Background: an optimization exercise with open tools, aiming at small area. Do not read the settings as production practice. Only simulation tests tie the RTL to the original design; equivalence was not proved. No activity file was given, so power comes from the tool's default toggle rates.

===== flow/standard.sh =====
#!/bin/bash
# synth_recipe.tcl (not shown) runs the flow's synth.tcl, then flattens the netlist and writes it again
# the make line also repeats each setting of config.mk as NAME=value (left out here)
make -C /OpenROAD-flow-scripts/flow DESIGN_CONFIG=/design/flow/config.mk WORK_HOME=/design/flow/orfs CLKGATE_MAP_FILE= SYNTH_SCRIPT=/design/flow/synth_recipe.tcl "${@:-finish}"

===== flow/config.mk =====
export PLATFORM = sky130hd
export DESIGN_NAME = bubble_pool
export DESIGN_NICKNAME = bubble_pool
export VERILOG_FILES = /design/flow/design.v
export SDC_FILE = /design/flow/constraint.sdc
export NUM_CORES = 4
export LEC_CHECK = 0
export CAP_MARGIN = 20
export CORE_MARGIN = 2
export CORE_UTILIZATION = 40
export SLEW_MARGIN = 20
export CTS_ARGS = -sink_clustering_enable -repair_clock_nets -dont_use_dummy_load -buf_list sky130_fd_sc_hd__clkbuf_8 -sink_clustering_size 16 -sink_clustering_max_diameter 60
export SKIP_REPAIR_TIE_FANOUT = 1
export BUFFER_PORTS_ARGS = -buffer_cell sky130_fd_sc_hd__buf_1

===== flow/flow/abc_area.script =====
strash
dch
amap
strash
dch
amap
strash
dch
amap
topo
stime -c

===== flow/design.v =====
module bubble_hit_test
#(
   parameter int NUM_SLOTS = 8
)(
   input  logic [NUM_SLOTS-1:0]           act,
   input  logic [NUM_SLOTS*2-1:0]         sizes,
   input  logic [NUM_SLOTS*11-1:0]        xns,
   input  logic [NUM_SLOTS*11-1:0]        yns,
   input  logic [10:0]                    px,
   input  logic [10:0]                    py,
   output logic                           hit,
   output logic [$clog2(NUM_SLOTS)-1:0]   slot,
   output logic [1:0]                     size,
   output logic [5:0]                     off_x,
   output logic [5:0]                     off_y
);
   localparam int SW = $clog2(NUM_SLOTS);
   function automatic logic [11:0] sub(input logic [10:0] p, input logic [10:0] qn);
      logic c;
      c = 1'b1;
      for (int k = 0; k < 11; k++) begin
         sub[k] = p[k] ^ qn[k] ^ c;
         c      = (p[k] && qn[k]) || (p[k] && c) || (qn[k] && c);
      end
      sub[11] = c;
   endfunction
   function automatic logic ok(input logic [11:0] t, input logic [1:0] s);
      ok = t[11] && (t[10:6] == 5'd0) &&
           (s == 2'd3 || (!t[5] && (s == 2'd2 || (!t[4] && (s == 2'd1 || !t[3])))));
   endfunction
   logic [NUM_SLOTS-1:0] cov, win;
   logic [11:0] tx [NUM_SLOTS];
   logic [11:0] ty [NUM_SLOTS];
   logic [2:0]  sxn, syn, hx, hy;
   always_comb begin
      for (int i = 0; i < NUM_SLOTS; i++) begin
         tx[i]  = sub(px, xns[i*11 +: 11]);
         ty[i]  = sub(py, yns[i*11 +: 11]);
         cov[i] = act[i] && ok(tx[i], sizes[i*2 +: 2]) && ok(ty[i], sizes[i*2 +: 2]);
      end
   end
   always_comb begin
      hit  = 1'b0;
      slot = '0;
      size = '0;
      sxn  = '0;
      syn  = '0;
      hx   = '0;
      hy   = '0;
      for (int i = 0; i < NUM_SLOTS; i++) begin
         win[i] = cov[i] && !hit;
         if (cov[i]) hit = 1'b1;
         if (win[i]) slot = slot | SW'(i);
         size = size | (sizes[i*2 +: 2] & {2{win[i]}});
         sxn  = sxn | (xns[i*11 +: 3] & {3{win[i]}});
         syn  = syn | (yns[i*11 +: 3] & {3{win[i]}});
         hx   = hx | (tx[i][5:3] & {3{win[i]}});
         hy   = hy | (ty[i][5:3] & {3{win[i]}});
      end
      off_x = {hx, (px[2:0] + sxn + 3'd1) & {3{hit}}};
      off_y = {hy, (py[2:0] + syn + 3'd1) & {3{hit}}};
   end
endmodule
module bubble_pool
#(
   parameter int NUM_SLOTS = 8,
   parameter int MAX_SIZE  = 3,
   parameter int BASE_DIAM = 8,
   parameter int SCREEN_W  = 640,
   parameter int FLOOR_Y   = 440,
   parameter int X_SPEED   = 2,
   parameter int GRAVITY   = 1
)(
   input  logic                          clk,
   input  logic                          reset,
   input  logic                          startOfFrame,
   input  logic                          spawn_valid,
   output logic                          spawn_ready,
   input  logic [2:0]                    spawn_size,
   input  logic [10:0]                   spawn_x,
   input  logic [10:0]                   spawn_y,
   input  logic                          spawn_dir,
   input  logic                          hit_valid,
   input  logic [$clog2(NUM_SLOTS)-1:0]  hit_slot,
   input  logic [10:0]                   pixelX,
   input  logic [10:0]                   pixelY,
   output logic                          drawingRequest,
   output logic [$clog2(NUM_SLOTS)-1:0]  drawSlot,
   output logic [2:0]                    drawSize,
   output logic [10:0]                   offsetX,
   output logic [10:0]                   offsetY,
   output logic [$clog2(NUM_SLOTS):0]    activeCount,
   output logic                          split,
   output logic                          allCleared
);
   localparam int N  = 8;
   localparam int SW = 3;
   localparam logic [1:0] S_IDLE   = 2'd0;
   localparam logic [1:0] S_UPDATE = 2'd1;
   localparam logic [1:0] S_SPLIT  = 2'd2;
   localparam logic [1:0] S_DONE   = 2'd3;
   logic [N-1:0]    s_act, s_pend, s_dir;
   logic [N*2-1:0]  s_size;
   logic [N*11-1:0] s_xn, s_yn;    
   logic [N*6-1:0]  s_vy;
   logic [1:0]  state;
   logic [N-1:0] isel;    
   logic in_idle, in_upd, in_spl, in_done;
   assign in_idle = (state == S_IDLE);
   assign in_upd  = (state == S_UPDATE);
   assign in_spl  = (state == S_SPLIT);
   assign in_done = (state == S_DONE);
   logic [N-1:0] fsel;
   logic         below_full;
   always_comb begin
      below_full = 1'b1;
      for (int i = 0; i < N; i++) begin
         fsel[i]    = below_full && !s_act[i];
         below_full = below_full && s_act[i];
      end
   end
   logic              c_act, c_pend, c_dir, c_fresh;
   logic [1:0]        c_size;
   logic [10:0]       c_x, c_y;
   logic signed [5:0] c_vy;
   always_comb begin
      c_act   = 1'b0;
      c_pend  = 1'b0;
      c_dir   = 1'b0;
      c_size  = '0;
      c_x     = '0;
      c_y     = '0;
      c_vy    = '0;
      for (int i = 0; i < N; i++) begin
         c_act   = c_act   | (s_act[i]   & isel[i]);
         c_pend  = c_pend  | (s_pend[i]  & isel[i]);
         c_dir   = c_dir   | (s_dir[i]   & isel[i]);
         c_size  = c_size  | (s_size[i*2 +: 2] & {2{isel[i]}});
         c_x     = c_x     | (~s_xn[i*11 +: 11] & {11{isel[i]}});
         c_y     = c_y     | (~s_yn[i*11 +: 11] & {11{isel[i]}});
         c_vy    = c_vy    | (s_vy[i*6 +: 6] & {6{isel[i]}});
      end
   end
   logic s_par;
   assign c_fresh = (c_vy[5:1] == 5'b10000) && (c_vy[0] == s_par);
   logic live, upd_split, do_pop, do_move, advance;
   assign live      = in_upd && c_act && !c_fresh;
   assign upd_split = live && c_pend && (c_size != 2'd0);
   assign do_pop    = live && c_pend && (c_size == 2'd0);
   assign do_move   = live && !c_pend;
   assign advance   = (in_upd && !upd_split) || in_spl;
   assign split       = do_pop || in_spl;
   assign allCleared  = in_done && (s_act == '0) && (activeCount != '0);
   assign spawn_ready = !reset && in_idle && !(&s_act);
   logic              m_dir;
   logic [10:0]       m_x, m_y;
   logic [5:0]        m_vy, v, vy_e;
   logic [11:0]       nx;
   logic [12:0]       ny;
   logic [8:0]        xlim, ylim;
   logic              tx, cv, cy, ya, vb;
   always_comb begin
      xlim = 9'd80 - (9'd1 << c_size);
      ylim = 9'd55 - (9'd1 << c_size);
      nx[0] = c_x[0];
      tx    = 1'b1;
      for (int k = 1; k < 11; k++) begin
         nx[k] = c_x[k] ^ tx;
         tx    = tx & (c_x[k] ~^ c_dir);
      end
      nx[11] = tx & c_dir;
      if (!c_dir && c_x[10:2] == 9'd0 && c_x[1:0] != 2'd3) begin
         m_x   = '0;
         m_dir = 1'b1;
      end else if (nx[11:3] >= xlim) begin
         m_x   = {xlim[7:0], 3'b000};
         m_dir = 1'b0;
      end else begin
         m_x   = nx[10:0];
         m_dir = c_dir;
      end
      vy_e = (c_vy[5:3] == 3'b100) ? 6'b110000 : c_vy;
      cv = 1'b1;
      for (int k = 0; k < 6; k++) begin
         v[k] = vy_e[k] ^ cv;
         cv   = cv & vy_e[k];
      end
      cy = 1'b0;
      for (int k = 0; k < 13; k++) begin
         ya    = (k < 11) ? c_y[k] : 1'b0;
         vb    = (k < 6) ? v[k] : v[5];
         ny[k] = ya ^ vb ^ cy;
         cy    = (ya & vb) | (ya & cy) | (vb & cy);
      end
      if (!ny[12] && ny[11:3] >= ylim) begin
         m_y  = {ylim[7:0], 3'b000};
         m_vy = 6'(-(6'd12 + {2'b00, c_size, 2'b00}));
      end else if (ny[12]) begin
         m_y  = '0;
         m_vy = v;
      end else begin
         m_y  = ny[10:0];
         m_vy = v;
      end
   end
   logic [10:0] w_x, w_y;
   logic [1:0]  w_size;
   logic [5:0]  w_vy;
   logic [1:0]  sp_size;
   assign sp_size = spawn_size[2] ? 2'd3 : spawn_size[1:0];
   assign w_x    = in_idle ? spawn_x : (in_upd ? m_x : c_x);
   assign w_y    = in_idle ? spawn_y : (in_upd ? m_y : c_y);
   assign w_size = in_idle ? sp_size : (c_size - 2'd1);
   assign w_vy   = in_idle ? 6'd0 : (in_upd ? m_vy : {5'b10000, s_par});
   logic alloc_go;
   assign alloc_go = in_spl || (in_idle && spawn_valid);
   logic [N-1:0] n_act, n_pend;
   logic [3:0]   n_cnt;
   always_comb begin
      n_cnt = '0;
      for (int i = 0; i < N; i++)
         n_cnt = n_cnt + {3'd0, s_act[i]};
   end
   logic         hit_go;
   assign hit_go = hit_valid && !((in_upd || in_spl) && isel[hit_slot]);
   always_comb begin
      for (int i = 0; i < N; i++) begin
         n_act[i]   = (fsel[i] && alloc_go) || (s_act[i] && !(isel[i] && do_pop));
         n_pend[i]  = !((fsel[i] && alloc_go) || (isel[i] && in_spl)) &&
                      (s_pend[i] || (hit_go && hit_slot == SW'(i)));
      end
   end
   always_ff @(posedge clk) begin
      s_pend  <= n_pend;
      for (int i = 0; i < N; i++) begin
         if ((isel[i] && do_move) || (fsel[i] && alloc_go)) begin
            s_xn[i*11 +: 11] <= ~w_x;
            s_yn[i*11 +: 11] <= ~w_y;
         end
         if ((isel[i] && (do_move || in_spl)) || (fsel[i] && alloc_go)) begin
            s_vy[i*6 +: 6] <= w_vy;
            s_dir[i]       <= in_idle ? spawn_dir : (in_upd ? m_dir : fsel[i]);
         end
         if ((isel[i] && in_spl) || (fsel[i] && alloc_go))
            s_size[i*2 +: 2] <= w_size;
      end
   end
   logic       h_hit;
   logic [2:0] h_slot;
   logic [1:0] h_size;
   logic [5:0] h_ox, h_oy;
   bubble_hit_test #(
      .NUM_SLOTS (N)
   ) u_hit (
      .act   (s_act),
      .sizes (s_size),
      .xns   (s_xn),
      .yns   (s_yn),
      .px    (pixelX),
      .py    (pixelY),
      .hit   (h_hit),
      .slot  (h_slot),
      .size  (h_size),
      .off_x (h_ox),
      .off_y (h_oy)
   );
   logic [1:0] d_size;
   logic [5:0] d_ox, d_oy;
   assign drawSize = {1'b0, d_size};
   assign offsetX  = {5'd0, d_ox};
   assign offsetY  = {5'd0, d_oy};
   always_ff @(posedge clk or posedge reset) begin
      if (reset) begin
         state          <= S_IDLE;
         isel           <= N'(1);
         s_par          <= 1'b0;
         activeCount    <= '0;
         s_act          <= '0;
         drawingRequest <= 1'b0;
         drawSlot       <= '0;
         d_size         <= '0;
         d_ox           <= '0;
         d_oy           <= '0;
      end else begin
         case (state)
            S_IDLE:   if (startOfFrame) state <= S_UPDATE;
            S_UPDATE: if (upd_split) state <= S_SPLIT;
                      else if (isel[N-1]) state <= S_DONE;
            S_SPLIT:  state <= isel[N-1] ? S_DONE : S_UPDATE;
            default:  state <= S_IDLE;
         endcase
         if (advance) isel <= {isel[N-2:0], isel[N-1]};
         if (in_done) activeCount <= n_cnt;
         if (in_done) s_par <= !s_par;
         s_act          <= n_act;
         drawingRequest <= h_hit;
         drawSlot       <= h_slot;
         d_size         <= h_size;
         d_ox           <= h_ox;
         d_oy           <= h_oy;
      end
   end
endmodule

===== flow/flow/run.sh =====
#!/bin/bash
# Layout flow: the standard ORFS flow (standard.sh) with these changes to how the layout
# is built:
#  - synthesis is the standard one (synth_recipe.tcl), but ABC maps the logic with the
#    area-oriented script flow/abc_area.script (read through a scripts folder that is ORFS's
#    own, file for file, except for that script);
#  - clock tree synthesis without dummy load cells;
#  - the smallest buffer for the port buffers.
# Each tool's output goes to a log in this folder (synth.log, standard.log); ORFS also keeps
# its per-step logs under orfs/logs/.
set -euo pipefail
work=$(pwd)
mkdir -p scripts_abc
for f in "$FLOW_HOME"/scripts/*; do
  ln -s "$f" scripts_abc/
done
rm scripts_abc/abc_speed.script
cp flow/abc_area.script scripts_abc/abc_speed.script
cat >> config.mk <<'EOC'
export CTS_ARGS = -sink_clustering_enable -repair_clock_nets -dont_use_dummy_load -buf_list sky130_fd_sc_hd__clkbuf_8 -sink_clustering_size 16 -sink_clustering_max_diameter 60
export SKIP_REPAIR_TIE_FANOUT = 1
export BUFFER_PORTS_ARGS = -buffer_cell sky130_fd_sc_hd__buf_1
EOC
bash standard.sh SCRIPTS_DIR="$work/scripts_abc" synth > synth.log 2>&1
bash standard.sh > standard.log 2>&1

===== flow/constraint.sdc =====
create_clock -name core_clock -period 10.0 [get_ports {clk}]
set_input_delay 2.0000 -clock core_clock [delete_from_list [all_inputs] [get_ports {clk}]]
set_output_delay 2.0000 -clock core_clock [all_outputs]
set_load 0.01 [all_outputs]

==> notes.md <==
- Outcome: no timing/DRC/antenna violations
- Initial antenna violation count: 0
- Hold Path Class: flop to flop
- Final setup viols: 0
- Largest buffer count on any clock path: 3
- Maximum vdd drop: 0.0944 mV
- Dpl cells: about 2000
- CTS resizes: 0
- R2R depth: 23
- Switching power: 0.000845 W
- Number of flops mapped to enable cells by yosys: roughly 250
- Drt pass-1 iters: 8
- Pleak: approximately 6.1 nW
- Worst r2r src: isel[6]$_DFFE_PP0P_
- Area grow syn2layout: 10.0%
- Nets@finish: ~1700
- Initial drt markers: 1789
- Hold Fails Final Rpt: 0
- GP Congestion: ~0.94
- Register area share after synthesis: 0.513
- Starting Density: 0.403
- Sw Ratio: 0.309
- Worst Setup End Kind: flop
- Pwr/cell area: approximately 150 nW/µm²
- All-layer global routing usage: 0.263
- Reg-to-reg critical path endpoint: s_vy[14]$_DFFE_PP_
- Post-synth cell types: 48
- Relative slew slack: 0.239
- Type of origin of the critical path: flop
- Post-route ant nets: 0
- Clock power share: 0.244
- Worst Skew: around 0.066 ns
- Syn Nets: 1599
- Die span in x: approximately 210 µm
- Commonest non-fill, non-tap cell in the layout: edfxtp_1
- Crit path cell chain: a22o_1 -> a221oi_1 -> nand4_1 -> nor3_1 -> nor3_1 -> a211o_1 -> fa_1 -> fa_1 -> fa_1 -> fa_1 -> fa_1 -> fa_1 -> fa_1 -> fa_1 -> clkinv_1 -> fa_1 -> clkinv_1 -> fa_1 -> ha_1 -> o2111ai_1 -> nor2b_1 -> clkinv_1 -> a221oi_1
- Share of cells above drive strength 1: 0.0575
- Max Fclk: between 100 and 150 MHz
- Sequential share of power: 0.550
- Detailed-route via count: about 13000
- Drt drc: 0
- Asr flop ratio synth: 0.138
- Worst setup endpoint: s_vy[14]$_DFFE_PP_
- Critical Path Source: isel[6]$_DFFE_PP0P_
- Drt total wl: roughly 57000 µm
- Period utilisation layout: 0.862
- CTS tree: done
- CTS Buf Count: 30
- I/O pin count: 92
- Routed vias/inst: between 6 and 7
- Crit path DAT: 8.87 ns
- Crit-path max FO: 11
- H-tree Lvls: 1
- Required time worst endpoint: 10.26 ns
- CTS root buf: clkbuf_8
- Post-CTS setup buffer count: 0
- Antenna Cells: 0
- Yosys warns: 4
- CP max-delay cell: a221oi_1
- Synth Register Bits: 297
- Critical path type: flop to flop
- Clock Pin Slew Worst Setup and Hold Paths: 0.08 ns
- Clock latency (worst-skew pair): between 0.6 and 0.7 ns
- Synth Instances: about 1400
- Cell row count: 75
- Die Y: 209 µm
- # hold bufs at CTS: 0
- Die area: 43700 µm²
- Least-Margin Pin Slew: between 1 and 1.5 ns
- Final slew viol count: 0
- Pint: 0.00189 W
- First-pass GRT wire length: 84500 µm
- Wire per inst: around 28 µm
- Worst path max stage delay: 0.99 ns
- Crit path time final: 8.62 ns
- CP most frequent cell: fa_1
- Combinational fraction of design power: 0.206
- Primary FF master, synth: edfxtp_1
- Commonest cells after routing, fill and taps aside: edfxtp_1, clkinv_1, fa_1
- Synth Cell Area: roughly 17000 µm²
- # fillers: 3822
- Clock Sinks: 297
- Syn Area/Cell: 12.3 µm²
- Congestion Overflow GR: 0
- Vias in the first global route: 13000
- Finished Layout Cells: 2051
- RSZ-0062 raised after global routing: no
- Core Box Area: 41800 µm²
- Flop2flop setup slack: ~1.4 ns
- Max_cap viols: 0
- Post-DP HPWL: 41000 µm
- I/O Buffers: 80
- Largest net degree at the start of global routing: 42
- Setup TNS Final: 0 ns
-- how the worst min path moves through the flow --
stage	endpoint	start	depth (start not counted)
after floorplan	s_pend[7]$_DFF_P_	s_pend[7]$_DFF_P_	2
after global placement	s_pend[5]$_DFF_P_	s_pend[5]$_DFF_P_	2
after detailed placement	s_pend[2]$_DFF_P_	s_pend[2]$_DFF_P_	2
after CTS	s_par$_DFFE_PP0P_	s_par$_DFFE_PP0P_	1
after global routing	s_par$_DFFE_PP0P_	s_par$_DFFE_PP0P_	1
final	s_par$_DFFE_PP0P_	s_par$_DFFE_PP0P_	1
-- registers in the layout (all words and copies together), names as in the netlist --
signal and count:
s_par 1, d_oy 6, s_dir 8, d_size 2, s_pend 8, isel 8
s_act 8, s_vy 48, drawingRequest 1, drawSlot 3, d_ox 6, state 2
s_xn 88, s_yn 88, s_size 16, activeCount 4
-- critical path, delay by kind of cell, from the launching register on --
family,cells,cell delay (ns)
adders and majority gates,11,3.98
AOI/OAI and AO/OA,5,2.06
and+or+nand+nor,4,1.22
DFF,1,0.60
buffers and inverters,3,0.39
-- power by group through the flow --
stage	Clock (W)	Sequential [W]	Combinational [W]
after floorplan	0	0.00153	0.000321
after global placement	0	0.00153	0.000546
after detailed placement	0	0.00153	0.000555
after CTS	0.000678	0.00151	0.000557
after global routing	0.000724	0.00151	0.000614
final	0.000670	0.00151	0.000564
-- kinds of logic (layout without fill, tap and decap cells) --
| kind of cell | count (synthesis) | in the layout | share of synthesized area |
|---|---|---|---|
| AOI/OAI and AO/OA | 402 | 402 | 0.164 |
| buffers and inverters | 199 | 343 | 0.0468 |
| adders and majority gates | 175 | 175 | 0.194 |
| and+or+nand+nor | 294 | 294 | 0.0821 |
| other | 1 | 1 | 0.000223 |
| DFF | 297 | 297 | 0.513 |
-- per-stage QoR --
step | setup WS (ns) | total power (W) | util | instance area, µm² | hold slack [ns]
6_report | 1.38 | 0.00274 | 0.443 | 18500 | 0.470
5_1_grt | 1.05 | 0.00285 | 0.443 | 18500 | 0.484
4_1_cts | 1.47 | 0.00274 | 0.443 | 18500 | 0.467
3_5_place_dp | 1.08 | 0.00209 | 0.434 | 18100 | 0.458
3_3_place_gp | 1.19 | 0.00208 | 0.434 | 18100 | 0.452
2_1_floorplan | 1.16 | 0.00185 | - | 16800 | 0.440
-- per-layer routing --
layer  share of wire  GRT usage
met1            0.40      0.361
met2            0.46      0.420
met3           0.095     0.0439
met4           0.042      0.101
met5               0          0
-- cells in the mapped netlist (all sizes together), types with 12 or more instances --
| cell | n | share of area |
|---|---|---|
| clkinv | 188 | 0.042 |
| edfxtp | 248 | 0.44 |
| nor3 | 33 | 0.0098 |
| o32ai | 12 | 0.0062 |
| fa | 144 | 0.17 |
| nor2 | 119 | 0.027 |
| ha | 31 | 0.023 |
| o22ai | 123 | 0.046 |
| o21ai | 73 | 0.022 |
| a22oi | 27 | 0.012 |
| dfrtp | 40 | 0.059 |
| nand2 | 47 | 0.010 |
| a222oi | 24 | 0.014 |
| nand3 | 14 | 0.0042 |
| a21oi | 37 | 0.011 |
| o221ai | 19 | 0.0099 |
| nor4 | 32 | 0.012 |
-- area by class of cell --
| cell class | count | area [µm²] | share of cell area |
|---|---|---|---|
| Clock buffer | 30 | 413 | 0.0223 |
| Inverter | 188 | 706 | 0.0381 |
| Multi-Input combinational cell | 872 | 7450 | 0.402 |
| Sequential cell | 297 | 8630 | 0.466 |
| Tap cell | 539 | 674 | 0.0364 |
| Timing Repair Buffer | 125 | 638 | 0.0345 |

separate check: timing with driven ports:
In the flow no input, the clock included, has a driving cell. The finished layout below was timed again as built, in two steps.
Step 1 sets driving cells, clkbuf_16 on the clock port and buf_2 on the other inputs (assumed; they add their load-dependent delay and slew).
Step 2 adds t to the input delays and takes it off the output delays; t is the mean of the earliest and latest rising clock arrival at the registers after step 1. Input paths then give back, and output paths get back, about the clock's delay inside the block.
a / b / c = ideal ports / drivers / drivers and shift; a / b = the first two.
t (ns): 0.660
setup slack, ns: 1.381 / 1.381 / 0.981
worst setup path after step 2: input to register
After both steps this run still meets setup and hold. For this run, drivers alone change the setup slack by 0.000 ns; drivers and shift together by -0.400 ns.
